This design comes from an exercise in tuning for small area, a short achievable clock period and few clock cycles per item on the open sky130 flow, not from production work.
RTL that was checked went through simulation tests only; none was proved equivalent to the original.
No activity file was given, so power comes from the tool's default toggle rates.

==> run a: inputs <==
// led_chain_chase_encoder_unit
module led_chain_chase_encoder_unit (
  input  logic                          clk_i,
  input  logic                          rst_ni,
  input  logic                          psel,
  input  logic                          penable,
  input  logic                          pwrite,
  input  logic [lcce_pkg::ADDR_W-1:0]   paddr,
  input  logic [lcce_pkg::DATA_W-1:0]   pwdata,
  output logic [lcce_pkg::DATA_W-1:0]   prdata,
  output logic                          pready,
  input  logic                          in_valid_i,
  output logic                          in_stall_o,
  input  logic [lcce_pkg::STEP_W-1:0]   step_index_i,
  input  logic [7:0]                    red_i,
  input  logic [7:0]                    green_i,
  input  logic [7:0]                    blue_i,
  output logic                          out_valid_o,
  input  logic                          out_stall_i,
  output logic [7:0]                    bit7_code_o,
  output logic [7:0]                    bit6_code_o,
  output logic [7:0]                    bit5_code_o,
  output logic [7:0]                    bit4_code_o,
  output logic [7:0]                    bit3_code_o,
  output logic [7:0]                    bit2_code_o,
  output logic [7:0]                    bit1_code_o,
  output logic [7:0]                    bit0_code_o,
  output logic                          reset_slot_o,
  output logic                          last_of_frame_o
);
make LEC_CHECK=0 CAP_MARGIN=20 CORE_MARGIN=2 CORE_UTILIZATION=60 CTS_CLUSTER_DIAMETER=80 CTS_CLUSTER_SIZE=24 SETUP_SLACK_MARGIN=2.6 SLEW_MARGIN=20 finish   # period 4.5 ns
run.sh (not shown) runs the stock make flow with config.mk's settings and CLKGATE_MAP_FILE= SYNTH_SCRIPT=/design/flow/synth_recipe.tcl, a recipe that flattens the netlist after the stock synthesis.
==> run b (differences from run a) <==
--- a/flow/design.v
+++ b/flow/design.v
@@ -217,121 +217,114 @@
   input  logic [7:0]  zero_code_i,
   input  logic        take_i,
   input  logic        fix_i,
   input  logic        lit_i,
   input  logic [11:0] flags_i,
-  output logic        take_ok_next_o,
+  output logic        reads_done_next_o,
   output logic [11:0] pix_sel_o,
   output logic [2:0]  byte_sel_o,
   input  logic [7:0]  byte_i,
   output logic        out_valid_o,
   input  logic        out_stall_i,
   output logic [7:0]  bits_o,
   output logic [7:0]  zero_code_o,
   output logic        reset_slot_o
 );
-  logic [3:0]  n_q;
-  logic        ov_q, ov_d, rs_q, rs_d, pend_q, pend_d;
-  logic [3:0]  pix_q, pix_d, pix_inc;
-  logic [11:0] pm_q, pm_d, pm_nx, inc_oh;
-  logic [2:0]  bs_q, bs_d, bs_nx;
-  logic [3:0]  pix_nx;
-  logic        ov_nx, rs_nx, start_nx;
-  logic        lit_cur_q, lit_cur_d, lit_new_q, lit_new;
-  logic [7:0]  e_q, zc_q;
-  logic        out_free, last_q, last_d;
+  logic [3:0]  n_q, pix_q, pix_d, pix_inc;
+  logic [11:0] pm_q, pm_d, inc_oh;
+  logic [2:0]  sel_q, sel_d;
+  logic        busy_q, busy_d, pend_q, pend_d, ov_q, ov_d, rs_q, rs_d;
+  logic [7:0]  e_q, e_d, en_q, zc_q, zc_d, zcn_q;
+  logic        lit_f_q, frame_lit;
+  logic        out_free, at_rslot, start;
   always_ff @(posedge clk_i) begin
     n_q <= (active_pixels_i > 4'd12) ? 4'd12 : active_pixels_i;
   end
   always_ff @(posedge clk_i) begin
-    if (fix_i) lit_new_q <= lit_i;
+    if (fix_i) lit_f_q <= lit_i;
   end
-  assign lit_new = fix_i ? lit_i : lit_new_q;
+  assign frame_lit = fix_i ? lit_i : lit_f_q;
   assign out_free = !ov_q || !out_stall_i;
+  assign at_rslot = (pix_q == n_q);
+  assign start    = take_i || pend_q;
   assign pix_inc  = pix_q + 4'd1;
-  assign last_q   = ov_q && !rs_q && bs_q[2] && (pix_inc == n_q);
   always_comb begin
     inc_oh = '0;
     for (int i = 1; i < 12; i++) begin
       if (int'(pix_inc) == i) inc_oh[i] = 1'b1;
     end
   end
   always_comb begin
-    ov_nx    = 1'b1;
-    rs_nx    = 1'b0;
-    pix_nx   = pix_q;
-    pm_nx    = pm_q;
-    bs_nx    = {bs_q[1:0], 1'b0};
-    start_nx = 1'b0;
-    if (ov_q && !rs_q) begin
-      if (bs_q[2]) begin
-        bs_nx = 3'b001;
-        if (pix_inc == n_q) begin
-          rs_nx = 1'b1;
-          pm_nx = '0;
+    busy_d = busy_q;
+    pend_d = pend_q;
+    pix_d  = pix_q;
+    pm_d   = pm_q;
+    sel_d  = sel_q;
+    ov_d   = ov_q;
+    e_d    = ~en_q;
+    zc_d   = ~zcn_q;
+    rs_d   = rs_q;
+    if (!busy_q) begin
+      if (out_free) ov_d = 1'b0;
+      if (take_i) begin
+        busy_d = 1'b1;
+        pix_d  = '0;
+        pm_d   = 12'd1;
+        sel_d  = 3'd1;
+      end
+    end else if (out_free) begin
+      ov_d = 1'b1;
+      if (at_rslot) begin
+        e_d    = '0;
+        zc_d   = '0;
+        rs_d   = 1'b1;
+        pend_d = 1'b0;
+        if (start) begin
+          pix_d = '0;
+          pm_d  = 12'd1;
+          sel_d = 3'd1;
         end else begin
-          pix_nx = pix_inc;
-          pm_nx  = inc_oh & flags_i;
+          busy_d = 1'b0;
         end
-      end
-    end else if (pend_q) begin
-      start_nx = 1'b1;
-      pix_nx   = '0;
-      bs_nx    = 3'b001;
-      if (n_q == 4'd0) begin
-        rs_nx = 1'b1;
-        pm_nx = '0;
       end else begin
-        pm_nx = 12'd1;
+        e_d   = byte_i & {8{frame_lit}};
+        zc_d  = zero_code_i;
+        rs_d  = 1'b0;
+        sel_d = {sel_q[1:0], sel_q[2]};
+        if (sel_q[2]) begin
+          pix_d = pix_inc;
+          pm_d  = inc_oh & flags_i;
+        end
       end
-    end else begin
-      ov_nx = 1'b0;
-      pm_nx = '0;
-    end
-  end
-  always_comb begin
-    if (out_free) begin
-      ov_d   = ov_nx;
-      rs_d   = rs_nx;
-      pix_d  = pix_nx;
-      pm_d   = pm_nx;
-      bs_d   = bs_nx;
-      pend_d = (pend_q && !start_nx) || take_i;
-      lit_cur_d = start_nx ? lit_new : lit_cur_q;
-    end else begin
-      ov_d   = ov_q;
-      rs_d   = rs_q;
-      pix_d  = pix_q;
-      pm_d   = take_i ? {pm_q[10:0], 1'b0} : pm_q;
-      bs_d   = bs_q;
-      pend_d = pend_q || take_i;
-      lit_cur_d = lit_cur_q;
+    end else if (take_i) begin
+      pend_d = 1'b1;
     end
   end
   always_ff @(posedge clk_i or negedge rst_ni) begin
     if (!rst_ni) begin
-      ov_q   <= 1'b0;
+      busy_q <= 1'b0;
       pend_q <= 1'b0;
+      ov_q   <= 1'b0;
     end else begin
-      ov_q   <= ov_d;
+      busy_q <= busy_d;
       pend_q <= pend_d;
+      ov_q   <= ov_d;
     end
   end
   always_ff @(posedge clk_i) begin
-    rs_q      <= rs_d;
-    pix_q     <= pix_d;
-    pm_q      <= pm_d;
-    bs_q      <= bs_d;
-    lit_cur_q <= lit_cur_d;
-    e_q       <= byte_i & {8{lit_cur_d}};
-    zc_q      <= rs_d ? 8'd0 : zero_code_i;
-  end
-  assign pix_sel_o = out_free ? pm_nx : pm_q;
-  assign byte_sel_o = bs_d;
-  assign last_d = ov_d && !rs_d && bs_d[2] && ((pix_d + 4'd1) == n_q);
-  assign take_ok_next_o = !pend_d &&
-                          (!ov_d || rs_d || (last_d && pix_d != 4'd11));
+    pix_q <= pix_d;
+    pm_q  <= pm_d;
+    sel_q <= sel_d;
+    e_q   <= e_d;
+    en_q  <= ~e_d;
+    zc_q  <= zc_d;
+    zcn_q <= ~zc_d;
+    rs_q  <= rs_d;
+  end
+  assign reads_done_next_o = !busy_d || ((pix_d == n_q) && !pend_d);
+  assign pix_sel_o    = pm_q;
+  assign byte_sel_o   = sel_q;
   assign out_valid_o  = ov_q;
   assign bits_o       = e_q;
   assign zero_code_o  = zc_q;
   assign reset_slot_o = rs_q;
 endmodule
@@ -436,11 +429,11 @@
     .zero_code_i       (zero_code),
     .take_i            (take),
     .fix_i             (fix_q),
     .lit_i             (lit),
     .flags_i           (flags),
-    .take_ok_next_o    (reads_done_next),
+    .reads_done_next_o (reads_done_next),
     .pix_sel_o         (pix_sel),
     .byte_sel_o        (byte_sel),
     .byte_i            (rd_byte),
     .out_valid_o       (out_valid_o),
     .out_stall_i       (out_stall_i),
Settings changed: SETUP_SLACK_MARGIN 2.6 to 2.0.
==> comparison table <==
metric                                             run b       run a
Comb power                                       3150 uW     3090 uW
Critical path buffer and inverter count                3           2
GRT met1 Usage                                     35.4%       47.0%
Gate power share                                   30.3%       30.8%
Cell area after technology mapping            19,100 um2  19,000 um2
Number of cells on the worst reg-to-reg path          10          12
Total global-route track usage                     25.9%       33.9%
Post-layout min period                           2.51 ns     2.94 ns
Core ar.                                      31,500 um2  31,400 um2
Run status              no timing/DRC/antenna violations  no timing/DRC/antenna violations
Dpl cell area                                 20,700 um2  21,300 um2
Number of inserted diodes                              6           0
Final RePlAce weighted congestion                  0.837       0.862
Testbench counts of run b, summed over its fixed seeds: cycles 98,032, steps 4,608.
Only the layout flow was run in run a; the RTL was not checked for function there.

==> inputs of build 36 <==
Another version of the RTL of led_chain_chase_encoder_unit (not shown whole).
Settings: LEC_CHECK=0, CAP_MARGIN=20, CORE_MARGIN=2, CORE_UTILIZATION=60, CTS_CLUSTER_DIAMETER=80, CTS_CLUSTER_SIZE=24, SETUP_SLACK_MARGIN=2.2, SLEW_MARGIN=20; clock period 4.5 ns.
==> trial 65: changes against build 36 <==
--- a/flow/design.v
+++ b/flow/design.v
@@ -30,38 +30,37 @@
   output logic [7:0]                    one_code_o
 );
   logic [7:0] bp_q, zc_q, oc_q;
   logic [3:0] ap_q;
   logic [2:0] ds_q;
   logic [7:0] rd_d, rd_q;
   logic       wr_en;
   logic       bz_q;
-  logic [4:0] wsel_q;
   assign wr_en = psel && penable && pwrite;
-  always_ff @(posedge clk_i) begin
-    for (int i = 0; i < 5; i++) wsel_q[i] <= (int'(paddr[4:2]) == i);
-  end
   always_ff @(posedge clk_i or negedge rst_ni) begin
     if (!rst_ni) begin
       bp_q <= lcce_pkg::RST_BLINK_PERIOD;
       bz_q <= 1'b0;
       ap_q <= lcce_pkg::RST_ACTIVE_PIXELS;
       ds_q <= lcce_pkg::RST_DIM_SHIFT;
       zc_q <= lcce_pkg::RST_ZERO_CODE;
       oc_q <= lcce_pkg::RST_ONE_CODE;
     end else if (wr_en) begin
-      if (wsel_q[0]) begin
-        bp_q <= pwdata[7:0];
-        bz_q <= (pwdata[7:0] == 8'd0);
-      end
-      if (wsel_q[1]) ap_q <= pwdata[3:0];
-      if (wsel_q[2]) ds_q <= pwdata[2:0];
-      if (wsel_q[3]) zc_q <= pwdata[7:0];
-      if (wsel_q[4]) oc_q <= pwdata[7:0];
+      case (paddr[4:2])
+        3'd0: begin
+          bp_q <= pwdata[7:0];
+          bz_q <= (pwdata[7:0] == 8'd0);
+        end
+        3'd1: ap_q <= pwdata[3:0];
+        3'd2: ds_q <= pwdata[2:0];
+        3'd3: zc_q <= pwdata[7:0];
+        3'd4: oc_q <= pwdata[7:0];
+        default: ;
+      endcase
     end
   end
   always_comb begin
     case (paddr[4:2])
       3'd0:    rd_d = bp_q;
       3'd1:    rd_d = {4'd0, ap_q};
       3'd2:    rd_d = {5'd0, ds_q};
       3'd3:    rd_d = zc_q;
@@ -93,21 +92,26 @@
   output logic                          ready_next_o,
   output logic                          lit_o
 );
   logic [7:0]  pe_q;
   logic [9:0]  p3_q;
   logic        cfg_ok_q;
   logic [7:0]  rem_q, rem_d, rem_top;
   logic [3:0]  cnt_q;
-  logic        first_q, late_q, lit_hold_q;
+  logic        first_q;
   logic [1:0]  bits_q, bits_d, top;
-  logic [9:0]  t;
-  logic [10:0] s1, s2, s3;
-  logic        sel0, sel1, sel2, sel3;
+  logic [1:0]  lo1, lo2, lo3;
+  logic [7:0]  q1, q2, q3;
+  logic [2:0]  nl1, nl2, nl3;
+  logic [1:0]  l1_q, l2_q, l3_q;
+  logic        b1_q, b2_q, b3_q;
+  logic [8:0]  u1, u2, u3;
+  logic        ge1, ge2, ge3;
+  logic        s0, s1, s2, s3;
   logic        clear;
   always_comb begin
     case (cnt_q[2:0])
       3'd0: bits_d = step_index_i[13:12];
       3'd1: bits_d = step_index_i[11:10];
       3'd2: bits_d = step_index_i[9:8];
       3'd3: bits_d = step_index_i[7:6];
       3'd4: bits_d = step_index_i[5:4];
@@ -122,58 +126,75 @@
       case (pe_q[1:0])
         2'd1:    rem_top = 8'd0;
         2'd2:    rem_top = {7'd0, top[0]};
         2'd3:    rem_top = (top == 2'd3) ? 8'd0 : {6'd0, top};
         default: rem_top = {6'd0, top};
       endcase
     end
   end
-  assign t  = {rem_q, bits_q};
-  assign s1 = {1'b0, t} - {3'b000, pe_q};
-  assign s2 = {1'b0, t} - {2'b00, pe_q, 1'b0};
-  assign s3 = {1'b0, t} - {1'b0, p3_q};
-  assign sel3 = !first_q && !s3[10];
-  assign sel2 = !first_q && s3[10] && !s2[10];
-  assign sel1 = !first_q && s2[10] && !s1[10];
-  assign sel0 = !first_q && s1[10];
-  assign rem_d = ({8{sel3}}    & s3[7:0])
-               | ({8{sel2}}    & s2[7:0])
-               | ({8{sel1}}    & s1[7:0])
-               | ({8{sel0}}    & t[7:0])
+  assign lo1 = pe_q[1:0];
+  assign lo2 = {pe_q[0], 1'b0};
+  assign lo3 = p3_q[1:0];
+  assign q1  = {2'b00, pe_q[7:2]};
+  assign q2  = {1'b0, pe_q[7:1]};
+  assign q3  = p3_q[9:2];
+  assign nl1 = {1'b0, bits_d} - {1'b0, lo1};
+  assign nl2 = {1'b0, bits_d} - {1'b0, lo2};
+  assign nl3 = {1'b0, bits_d} - {1'b0, lo3};
+  assign u1 = {1'b0, rem_q} + {1'b0, ~q1} + {8'd0, !b1_q};
+  assign u2 = {1'b0, rem_q} + {1'b0, ~q2} + {8'd0, !b2_q};
+  assign u3 = {1'b0, rem_q} + {1'b0, ~q3} + {8'd0, !b3_q};
+  assign ge1 = u1[8];
+  assign ge2 = u2[8];
+  assign ge3 = u3[8];
+  assign s3 = !first_q && ge3;
+  assign s2 = !first_q && ge2 && !ge3;
+  assign s1 = !first_q && ge1 && !ge2;
+  assign s0 = !first_q && !ge1;
+  assign rem_d = ({8{s3}}      & {u3[5:0], l3_q})
+               | ({8{s2}}      & {u2[5:0], l2_q})
+               | ({8{s1}}      & {u1[5:0], l1_q})
+               | ({8{s0}}      & {rem_q[5:0], bits_q})
                | ({8{first_q}} & rem_top);
   assign clear = !in_valid_i || !cfg_ok_q;
   always_ff @(posedge clk_i or negedge rst_ni) begin
     if (!rst_ni) begin
       cnt_q    <= '0;
       first_q  <= 1'b1;
       cfg_ok_q <= 1'b0;
     end else begin
       cfg_ok_q <= !cfg_wr_i;
       if (clear || take_i) begin
         cnt_q   <= '0;
         first_q <= 1'b1;
-      end else if (cnt_q != 4'd9) begin
+      end else if (!cnt_q[3]) begin
         cnt_q   <= cnt_q + 4'd1;
         first_q <= 1'b0;
       end
     end
   end
   always_ff @(posedge clk_i) begin
-    rem_q  <= rem_d;
-    bits_q <= bits_d;
-    late_q <= cnt_q[3];
-    if (cnt_q == 4'd8) lit_hold_q <= (rem_q == 8'd0);
+    if (!cnt_q[3]) begin
+      rem_q  <= rem_d;
+      bits_q <= bits_d;
+      b1_q   <= nl1[2];
+      b2_q   <= nl2[2];
+      b3_q   <= nl3[2];
+      l1_q   <= nl1[1:0];
+      l2_q   <= nl2[1:0];
+      l3_q   <= nl3[1:0];
+    end
   end
   always_ff @(posedge clk_i) begin
     pe_q <= period_i;
     p3_q <= {2'b00, period_i} + {1'b0, period_i, 1'b0};
   end
   assign ready_next_o = in_valid_i && !take_i && cfg_ok_q && (cnt_q[3] || cnt_q[2:1] == 2'b11);
-  assign lit_o        = late_q ? lit_hold_q : (rem_q == 8'd0);
+  assign lit_o        = (rem_q == 8'd0);
 endmodule
 `default_nettype wire
 `default_nettype none
 module lcce_queue (
   input  logic                clk_i,
   input  logic                rst_ni,
   input  logic                shift_i,
   input  logic                lit_i,
@@ -222,25 +243,25 @@
   input  logic [11:0] flags_i,
   output logic        reads_done_next_o,
   output logic [11:0] pix_sel_o,
   output logic [2:0]  byte_sel_o,
   input  logic [7:0]  byte_i,
   output logic        out_valid_o,
   input  logic        out_stall_i,
   output logic [7:0]  bits_o,
+  output logic [7:0]  bits_n_o,
   output logic [7:0]  zero_code_o,
   output logic        reset_slot_o
 );
   logic [3:0]  n_q, pix_q, pix_d, pix_inc;
   logic [11:0] pm_q, pm_d, inc_oh;
   logic [2:0]  sel_q, sel_d;
   logic        busy_q, busy_d, pend_q, pend_d, ov_q, ov_d, rs_q, rs_d;
-  logic [7:0]  e_q, e_d, en_q;
-  logic        rsn_q;
+  logic [7:0]  e_q, e_d, en_q, zc_q, zc_d;
   logic        lit_f_q, frame_lit;
   logic        out_free, at_rslot, start;
   always_ff @(posedge clk_i) begin
     n_q <= (active_pixels_i > 4'd12) ? 4'd12 : active_pixels_i;
   end
   always_ff @(posedge clk_i) begin
     if (fix_i) lit_f_q <= lit_i;
   end
@@ -257,41 +278,44 @@
   end
   always_comb begin
     busy_d = busy_q;
     pend_d = pend_q;
     pix_d  = pix_q;
     pm_d   = pm_q;
     sel_d  = sel_q;
     ov_d   = ov_q;
-    e_d    = ~en_q;
-    rs_d   = ~rsn_q;
+    e_d    = e_q;
+    zc_d   = zc_q;
+    rs_d   = rs_q;
     if (!busy_q) begin
       if (out_free) ov_d = 1'b0;
       if (take_i) begin
         busy_d = 1'b1;
         pix_d  = '0;
         pm_d   = 12'd1;
         sel_d  = 3'd1;
       end
     end else if (out_free) begin
       ov_d = 1'b1;
       if (at_rslot) begin
         e_d    = '0;
+        zc_d   = '0;
         rs_d   = 1'b1;
         pend_d = 1'b0;
         if (start) begin
           pix_d = '0;
           pm_d  = 12'd1;
           sel_d = 3'd1;
         end else begin
           busy_d = 1'b0;
         end
       end else begin
         e_d   = byte_i & {8{frame_lit}};
+        zc_d  = zero_code_i;
         rs_d  = 1'b0;
         sel_d = {sel_q[1:0], sel_q[2]};
         if (sel_q[2]) begin
           pix_d = pix_inc;
           pm_d  = inc_oh & flags_i;
         end
       end
     end else if (take_i) begin
@@ -310,29 +334,26 @@
     end
   end
   always_ff @(posedge clk_i) begin
     pix_q <= pix_d;
     pm_q  <= pm_d;
     sel_q <= sel_d;
     e_q   <= e_d;
     en_q  <= ~e_d;
+    zc_q  <= zc_d;
     rs_q  <= rs_d;
-    rsn_q <= ~rs_d;
   end
-  logic rd_free, rd_stall;
-  assign rd_free  = !busy_q || (at_rslot ? (!pend_q || n_q == 4'd0)
-                                         : (sel_q[2] && pix_inc == n_q && !pend_q));
-  assign rd_stall = !busy_q || (at_rslot && !pend_q);
-  assign reads_done_next_o = out_free ? rd_free : rd_stall;
+  assign reads_done_next_o = !busy_d || ((pix_d == n_q) && !pend_d);
   assign pix_sel_o    = pm_q;
   assign byte_sel_o   = sel_q;
   assign out_valid_o  = ov_q;
   assign bits_o       = e_q;
-  assign zero_code_o  = zero_code_i & {8{~rs_q}};
+  assign bits_n_o     = en_q;
+  assign zero_code_o  = zc_q;
   assign reset_slot_o = rs_q;
 endmodule
 `default_nettype wire
 `default_nettype none
 module led_chain_chase_encoder_unit (
   input  logic                          clk_i,
   input  logic                          rst_ni,
   input  logic                          psel,
@@ -364,17 +385,17 @@
   logic [7:0]  period, zero_code, one_code, zero_eff;
   logic [11:0] flags;
   logic [3:0]  active_pixels;
   logic [2:0]  dim_shift;
   logic        acc_q, fix_q, take, ready_next, reads_done_next, lit;
   logic [11:0] pix_sel;
   logic [2:0]  byte_sel;
   logic        cfg_wr;
-  logic [7:0]  rd_byte, bits;
+  logic [7:0]  rd_byte, bits, bits_n;
   logic        rslot;
   logic [23:0] pixel;
   assign pready = 1'b1;
   lcce_regs u_regs (
     .clk_i           (clk_i),
     .rst_ni          (rst_ni),
     .psel            (psel),
     .penable         (penable),
@@ -405,17 +426,17 @@
       acc_q <= 1'b0;
       fix_q <= 1'b0;
     end else begin
       acc_q <= !acc_q && ready_next && reads_done_next;
       fix_q <= take;
     end
   end
   assign in_stall_o = !acc_q;
-  assign take       = acc_q;
+  assign take       = acc_q && in_valid_i;
   assign pixel      = {green_i >> dim_shift, red_i >> dim_shift, blue_i >> dim_shift};
   lcce_queue u_chain (
     .clk_i   (clk_i),
     .rst_ni  (rst_ni),
     .shift_i (take),
     .lit_i   (lit),
     .fix_i   (fix_q),
     .pixel_i (pixel),
@@ -435,23 +456,29 @@
     .flags_i           (flags),
     .reads_done_next_o (reads_done_next),
     .pix_sel_o         (pix_sel),
     .byte_sel_o        (byte_sel),
     .byte_i            (rd_byte),
     .out_valid_o       (out_valid_o),
     .out_stall_i       (out_stall_i),
     .bits_o            (bits),
+    .bits_n_o          (bits_n),
     .zero_code_o       (zero_eff),
     .reset_slot_o      (rslot)
   );
-  assign bit7_code_o     = bits[7] ? one_code : zero_eff;
-  assign bit6_code_o     = bits[6] ? one_code : zero_eff;
-  assign bit5_code_o     = bits[5] ? one_code : zero_eff;
-  assign bit4_code_o     = bits[4] ? one_code : zero_eff;
-  assign bit3_code_o     = bits[3] ? one_code : zero_eff;
-  assign bit2_code_o     = bits[2] ? one_code : zero_eff;
-  assign bit1_code_o     = bits[1] ? one_code : zero_eff;
-  assign bit0_code_o     = bits[0] ? one_code : zero_eff;
+  function automatic logic [7:0] code(input logic e, input logic en,
+                                      input logic [7:0] one, input logic [7:0] zero);
+    code[3:0] = e  ? one[3:0]  : zero[3:0];
+    code[7:4] = en ? zero[7:4] : one[7:4];
+  endfunction
+  assign bit7_code_o     = code(bits[7], bits_n[7], one_code, zero_eff);
+  assign bit6_code_o     = code(bits[6], bits_n[6], one_code, zero_eff);
+  assign bit5_code_o     = code(bits[5], bits_n[5], one_code, zero_eff);
+  assign bit4_code_o     = code(bits[4], bits_n[4], one_code, zero_eff);
+  assign bit3_code_o     = code(bits[3], bits_n[3], one_code, zero_eff);
+  assign bit2_code_o     = code(bits[2], bits_n[2], one_code, zero_eff);
+  assign bit1_code_o     = code(bits[1], bits_n[1], one_code, zero_eff);
+  assign bit0_code_o     = code(bits[0], bits_n[0], one_code, zero_eff);
   assign reset_slot_o    = rslot;
   assign last_of_frame_o = rslot;
 endmodule
 `default_nettype wire
Settings changed: CORE_UTILIZATION 60 to 40, CTS_CLUSTER_DIAMETER 80 to not set, CTS_CLUSTER_SIZE 24 to not set.
==> build 63: changes against build 36 <==
--- a/flow/design.v
+++ b/flow/design.v
@@ -30,38 +30,37 @@
   output logic [7:0]                    one_code_o
 );
   logic [7:0] bp_q, zc_q, oc_q;
   logic [3:0] ap_q;
   logic [2:0] ds_q;
   logic [7:0] rd_d, rd_q;
   logic       wr_en;
   logic       bz_q;
-  logic [4:0] wsel_q;
   assign wr_en = psel && penable && pwrite;
-  always_ff @(posedge clk_i) begin
-    for (int i = 0; i < 5; i++) wsel_q[i] <= (int'(paddr[4:2]) == i);
-  end
   always_ff @(posedge clk_i or negedge rst_ni) begin
     if (!rst_ni) begin
       bp_q <= lcce_pkg::RST_BLINK_PERIOD;
       bz_q <= 1'b0;
       ap_q <= lcce_pkg::RST_ACTIVE_PIXELS;
       ds_q <= lcce_pkg::RST_DIM_SHIFT;
       zc_q <= lcce_pkg::RST_ZERO_CODE;
       oc_q <= lcce_pkg::RST_ONE_CODE;
     end else if (wr_en) begin
-      if (wsel_q[0]) begin
-        bp_q <= pwdata[7:0];
-        bz_q <= (pwdata[7:0] == 8'd0);
-      end
-      if (wsel_q[1]) ap_q <= pwdata[3:0];
-      if (wsel_q[2]) ds_q <= pwdata[2:0];
-      if (wsel_q[3]) zc_q <= pwdata[7:0];
-      if (wsel_q[4]) oc_q <= pwdata[7:0];
+      case (paddr[4:2])
+        3'd0: begin
+          bp_q <= pwdata[7:0];
+          bz_q <= (pwdata[7:0] == 8'd0);
+        end
+        3'd1: ap_q <= pwdata[3:0];
+        3'd2: ds_q <= pwdata[2:0];
+        3'd3: zc_q <= pwdata[7:0];
+        3'd4: oc_q <= pwdata[7:0];
+        default: ;
+      endcase
     end
   end
   always_comb begin
     case (paddr[4:2])
       3'd0:    rd_d = bp_q;
       3'd1:    rd_d = {4'd0, ap_q};
       3'd2:    rd_d = {5'd0, ds_q};
       3'd3:    rd_d = zc_q;
@@ -229,18 +228,17 @@
   output logic [7:0]  bits_o,
   output logic [7:0]  zero_code_o,
   output logic        reset_slot_o
 );
   logic [3:0]  n_q, pix_q, pix_d, pix_inc;
   logic [11:0] pm_q, pm_d, inc_oh;
   logic [2:0]  sel_q, sel_d;
   logic        busy_q, busy_d, pend_q, pend_d, ov_q, ov_d, rs_q, rs_d;
-  logic [7:0]  e_q, e_d, en_q;
-  logic        rsn_q;
+  logic [7:0]  e_q, e_d, zc_q, zc_d;
   logic        lit_f_q, frame_lit;
   logic        out_free, at_rslot, start;
   always_ff @(posedge clk_i) begin
     n_q <= (active_pixels_i > 4'd12) ? 4'd12 : active_pixels_i;
   end
   always_ff @(posedge clk_i) begin
     if (fix_i) lit_f_q <= lit_i;
   end
@@ -257,41 +255,44 @@
   end
   always_comb begin
     busy_d = busy_q;
     pend_d = pend_q;
     pix_d  = pix_q;
     pm_d   = pm_q;
     sel_d  = sel_q;
     ov_d   = ov_q;
-    e_d    = ~en_q;
-    rs_d   = ~rsn_q;
+    e_d    = e_q;
+    zc_d   = zc_q;
+    rs_d   = rs_q;
     if (!busy_q) begin
       if (out_free) ov_d = 1'b0;
       if (take_i) begin
         busy_d = 1'b1;
         pix_d  = '0;
         pm_d   = 12'd1;
         sel_d  = 3'd1;
       end
     end else if (out_free) begin
       ov_d = 1'b1;
       if (at_rslot) begin
         e_d    = '0;
+        zc_d   = '0;
         rs_d   = 1'b1;
         pend_d = 1'b0;
         if (start) begin
           pix_d = '0;
           pm_d  = 12'd1;
           sel_d = 3'd1;
         end else begin
           busy_d = 1'b0;
         end
       end else begin
         e_d   = byte_i & {8{frame_lit}};
+        zc_d  = zero_code_i;
         rs_d  = 1'b0;
         sel_d = {sel_q[1:0], sel_q[2]};
         if (sel_q[2]) begin
           pix_d = pix_inc;
           pm_d  = inc_oh & flags_i;
         end
       end
     end else if (take_i) begin
@@ -309,30 +310,25 @@
       ov_q   <= ov_d;
     end
   end
   always_ff @(posedge clk_i) begin
     pix_q <= pix_d;
     pm_q  <= pm_d;
     sel_q <= sel_d;
     e_q   <= e_d;
-    en_q  <= ~e_d;
+    zc_q  <= zc_d;
     rs_q  <= rs_d;
-    rsn_q <= ~rs_d;
   end
-  logic rd_free, rd_stall;
-  assign rd_free  = !busy_q || (at_rslot ? (!pend_q || n_q == 4'd0)
-                                         : (sel_q[2] && pix_inc == n_q && !pend_q));
-  assign rd_stall = !busy_q || (at_rslot && !pend_q);
-  assign reads_done_next_o = out_free ? rd_free : rd_stall;
+  assign reads_done_next_o = !busy_d || ((pix_d == n_q) && !pend_d);
   assign pix_sel_o    = pm_q;
   assign byte_sel_o   = sel_q;
   assign out_valid_o  = ov_q;
   assign bits_o       = e_q;
-  assign zero_code_o  = zero_code_i & {8{~rs_q}};
+  assign zero_code_o  = zc_q;
   assign reset_slot_o = rs_q;
 endmodule
 `default_nettype wire
 `default_nettype none
 module led_chain_chase_encoder_unit (
   input  logic                          clk_i,
   input  logic                          rst_ni,
   input  logic                          psel,
@@ -405,17 +401,17 @@
       acc_q <= 1'b0;
       fix_q <= 1'b0;
     end else begin
       acc_q <= !acc_q && ready_next && reads_done_next;
       fix_q <= take;
     end
   end
   assign in_stall_o = !acc_q;
-  assign take       = acc_q;
+  assign take       = acc_q && in_valid_i;
   assign pixel      = {green_i >> dim_shift, red_i >> dim_shift, blue_i >> dim_shift};
   lcce_queue u_chain (
     .clk_i   (clk_i),
     .rst_ni  (rst_ni),
     .shift_i (take),
     .lit_i   (lit),
     .fix_i   (fix_q),
     .pixel_i (pixel),
Settings changed: SETUP_SLACK_MARGIN 2.2 to 2.0.
==> trial 58: changes against build 36 <==
--- a/flow/design.v
+++ b/flow/design.v
@@ -30,38 +30,37 @@
   output logic [7:0]                    one_code_o
 );
   logic [7:0] bp_q, zc_q, oc_q;
   logic [3:0] ap_q;
   logic [2:0] ds_q;
   logic [7:0] rd_d, rd_q;
   logic       wr_en;
   logic       bz_q;
-  logic [4:0] wsel_q;
   assign wr_en = psel && penable && pwrite;
-  always_ff @(posedge clk_i) begin
-    for (int i = 0; i < 5; i++) wsel_q[i] <= (int'(paddr[4:2]) == i);
-  end
   always_ff @(posedge clk_i or negedge rst_ni) begin
     if (!rst_ni) begin
       bp_q <= lcce_pkg::RST_BLINK_PERIOD;
       bz_q <= 1'b0;
       ap_q <= lcce_pkg::RST_ACTIVE_PIXELS;
       ds_q <= lcce_pkg::RST_DIM_SHIFT;
       zc_q <= lcce_pkg::RST_ZERO_CODE;
       oc_q <= lcce_pkg::RST_ONE_CODE;
     end else if (wr_en) begin
-      if (wsel_q[0]) begin
-        bp_q <= pwdata[7:0];
-        bz_q <= (pwdata[7:0] == 8'd0);
-      end
-      if (wsel_q[1]) ap_q <= pwdata[3:0];
-      if (wsel_q[2]) ds_q <= pwdata[2:0];
-      if (wsel_q[3]) zc_q <= pwdata[7:0];
-      if (wsel_q[4]) oc_q <= pwdata[7:0];
+      case (paddr[4:2])
+        3'd0: begin
+          bp_q <= pwdata[7:0];
+          bz_q <= (pwdata[7:0] == 8'd0);
+        end
+        3'd1: ap_q <= pwdata[3:0];
+        3'd2: ds_q <= pwdata[2:0];
+        3'd3: zc_q <= pwdata[7:0];
+        3'd4: oc_q <= pwdata[7:0];
+        default: ;
+      endcase
     end
   end
   always_comb begin
     case (paddr[4:2])
       3'd0:    rd_d = bp_q;
       3'd1:    rd_d = {4'd0, ap_q};
       3'd2:    rd_d = {5'd0, ds_q};
       3'd3:    rd_d = zc_q;
@@ -229,18 +228,17 @@
   output logic [7:0]  bits_o,
   output logic [7:0]  zero_code_o,
   output logic        reset_slot_o
 );
   logic [3:0]  n_q, pix_q, pix_d, pix_inc;
   logic [11:0] pm_q, pm_d, inc_oh;
   logic [2:0]  sel_q, sel_d;
   logic        busy_q, busy_d, pend_q, pend_d, ov_q, ov_d, rs_q, rs_d;
-  logic [7:0]  e_q, e_d, en_q;
-  logic        rsn_q;
+  logic [7:0]  e_q, e_d, en_q, zc_q, zc_d, zcn_q;
   logic        lit_f_q, frame_lit;
   logic        out_free, at_rslot, start;
   always_ff @(posedge clk_i) begin
     n_q <= (active_pixels_i > 4'd12) ? 4'd12 : active_pixels_i;
   end
   always_ff @(posedge clk_i) begin
     if (fix_i) lit_f_q <= lit_i;
   end
@@ -258,40 +256,43 @@
   always_comb begin
     busy_d = busy_q;
     pend_d = pend_q;
     pix_d  = pix_q;
     pm_d   = pm_q;
     sel_d  = sel_q;
     ov_d   = ov_q;
     e_d    = ~en_q;
-    rs_d   = ~rsn_q;
+    zc_d   = ~zcn_q;
+    rs_d   = rs_q;
     if (!busy_q) begin
       if (out_free) ov_d = 1'b0;
       if (take_i) begin
         busy_d = 1'b1;
         pix_d  = '0;
         pm_d   = 12'd1;
         sel_d  = 3'd1;
       end
     end else if (out_free) begin
       ov_d = 1'b1;
       if (at_rslot) begin
         e_d    = '0;
+        zc_d   = '0;
         rs_d   = 1'b1;
         pend_d = 1'b0;
         if (start) begin
           pix_d = '0;
           pm_d  = 12'd1;
           sel_d = 3'd1;
         end else begin
           busy_d = 1'b0;
         end
       end else begin
         e_d   = byte_i & {8{frame_lit}};
+        zc_d  = zero_code_i;
         rs_d  = 1'b0;
         sel_d = {sel_q[1:0], sel_q[2]};
         if (sel_q[2]) begin
           pix_d = pix_inc;
           pm_d  = inc_oh & flags_i;
         end
       end
     end else if (take_i) begin
@@ -310,29 +311,26 @@
     end
   end
   always_ff @(posedge clk_i) begin
     pix_q <= pix_d;
     pm_q  <= pm_d;
     sel_q <= sel_d;
     e_q   <= e_d;
     en_q  <= ~e_d;
+    zc_q  <= zc_d;
+    zcn_q <= ~zc_d;
     rs_q  <= rs_d;
-    rsn_q <= ~rs_d;
   end
-  logic rd_free, rd_stall;
-  assign rd_free  = !busy_q || (at_rslot ? (!pend_q || n_q == 4'd0)
-                                         : (sel_q[2] && pix_inc == n_q && !pend_q));
-  assign rd_stall = !busy_q || (at_rslot && !pend_q);
-  assign reads_done_next_o = out_free ? rd_free : rd_stall;
+  assign reads_done_next_o = !busy_d || ((pix_d == n_q) && !pend_d);
   assign pix_sel_o    = pm_q;
   assign byte_sel_o   = sel_q;
   assign out_valid_o  = ov_q;
   assign bits_o       = e_q;
-  assign zero_code_o  = zero_code_i & {8{~rs_q}};
+  assign zero_code_o  = zc_q;
   assign reset_slot_o = rs_q;
 endmodule
 `default_nettype wire
 `default_nettype none
 module led_chain_chase_encoder_unit (
   input  logic                          clk_i,
   input  logic                          rst_ni,
   input  logic                          psel,
@@ -405,17 +403,17 @@
       acc_q <= 1'b0;
       fix_q <= 1'b0;
     end else begin
       acc_q <= !acc_q && ready_next && reads_done_next;
       fix_q <= take;
     end
   end
   assign in_stall_o = !acc_q;
-  assign take       = acc_q;
+  assign take       = acc_q && in_valid_i;
   assign pixel      = {green_i >> dim_shift, red_i >> dim_shift, blue_i >> dim_shift};
   lcce_queue u_chain (
     .clk_i   (clk_i),
     .rst_ni  (rst_ni),
     .shift_i (take),
     .lit_i   (lit),
     .fix_i   (fix_q),
     .pixel_i (pixel),
Settings changed: SETUP_SLACK_MARGIN 2.2 to 1.7.
==> metrics.cfg <==
[status]
status=complete, no violations

[setup_path]
r2r_end=u_front.rem_q[3]
worstSetupEndpointType=output port

[power_and_ir_drop]
p_int_mw=7.52

[floorplanning]
tap_cells=396

[cells_and_area]
seq_area_um2=12100

the above is filed under build 36

==> metrics.cfg <==
[setup_path]
crit_buf_inv=2
r2r_end=u_back.e_q[1]
worstSetupEndpointType=output port

[floorplanning]
tap_cells=402

[cells_and_area]
seq_area_um2=12200

[status]
status=complete, no violations

[power_and_ir_drop]
p_int_mw=7.13

[clock_tree]
cts_post_setup_buffers_inserted=6

the above is filed under trial 58

==> metrics.cfg <==
[status]
status=complete, no violations

[setup_path]
r2r_end=u_front.rem_q[7]
worstSetupEndpointType=register

[cells_and_area]
largest_reg_flops=288

[detailed_routing]
drtIter0Drc=1201

the above is filed under trial 65

==> metrics.cfg <==
[cells_and_area]
seq_area_um2=11900

[setup_path]
worstSetupEndpointType=output port
r2r_end=u_back.e_q[1]

[power_and_ir_drop]
p_int_mw=6.74

[status]
status=complete, no violations

the above is filed under build 63

Testbench counts of build 63, summed over its fixed seeds: cycles 98,032, steps 4,608.
Testbench counts of trial 58, summed over its fixed seeds: cycles 98,032, steps 4,608.
No functional check of the RTL was part of build 36 and trial 65.

[re-timing with driven ports]
How much do the figures lean on ideal ports? The routed layouts below were timed once more, with nothing changed but the port constraints. Step 1 sets driving cells, clkbuf_16 on the clock port and buf_2 on the other inputs (assumed; they add their load-dependent delay and slew). Step 2, shift: input delay + t, output delay - t, t = (earliest + latest rising clock arrival at the registers) / 2. This alone moves slack from input paths to output paths. Three values: ideal ports, drivers, drivers and shift; two values: the first two.
run	t (ns)	setup slack, ns	worst setup path at the end	slew at the worst register clock pin (ns)
run a	0.607	1.556 / 1.556 / 1.141	input to register	0.10 / 0.10
run b	0.589	1.992 / 1.943 / 1.520	input to register	0.10 / 0.10
build 36	0.592	2.039 / 1.985 / 1.910	input to register	0.10 / 0.10
trial 65	0.634	1.764 / 1.764 / 1.551	input to register	0.06 / 0.06
build 63	0.604	1.904 / 1.851 / 1.502	input to register	0.10 / 0.10
trial 58	0.589	1.705 / 1.654 / 1.213	input to register	0.10 / 0.10
After both steps every run listed still meets setup and hold. The setup slack of trial 58, which loses most, moves by -0.051 ns with the drivers and by -0.492 ns with both steps.
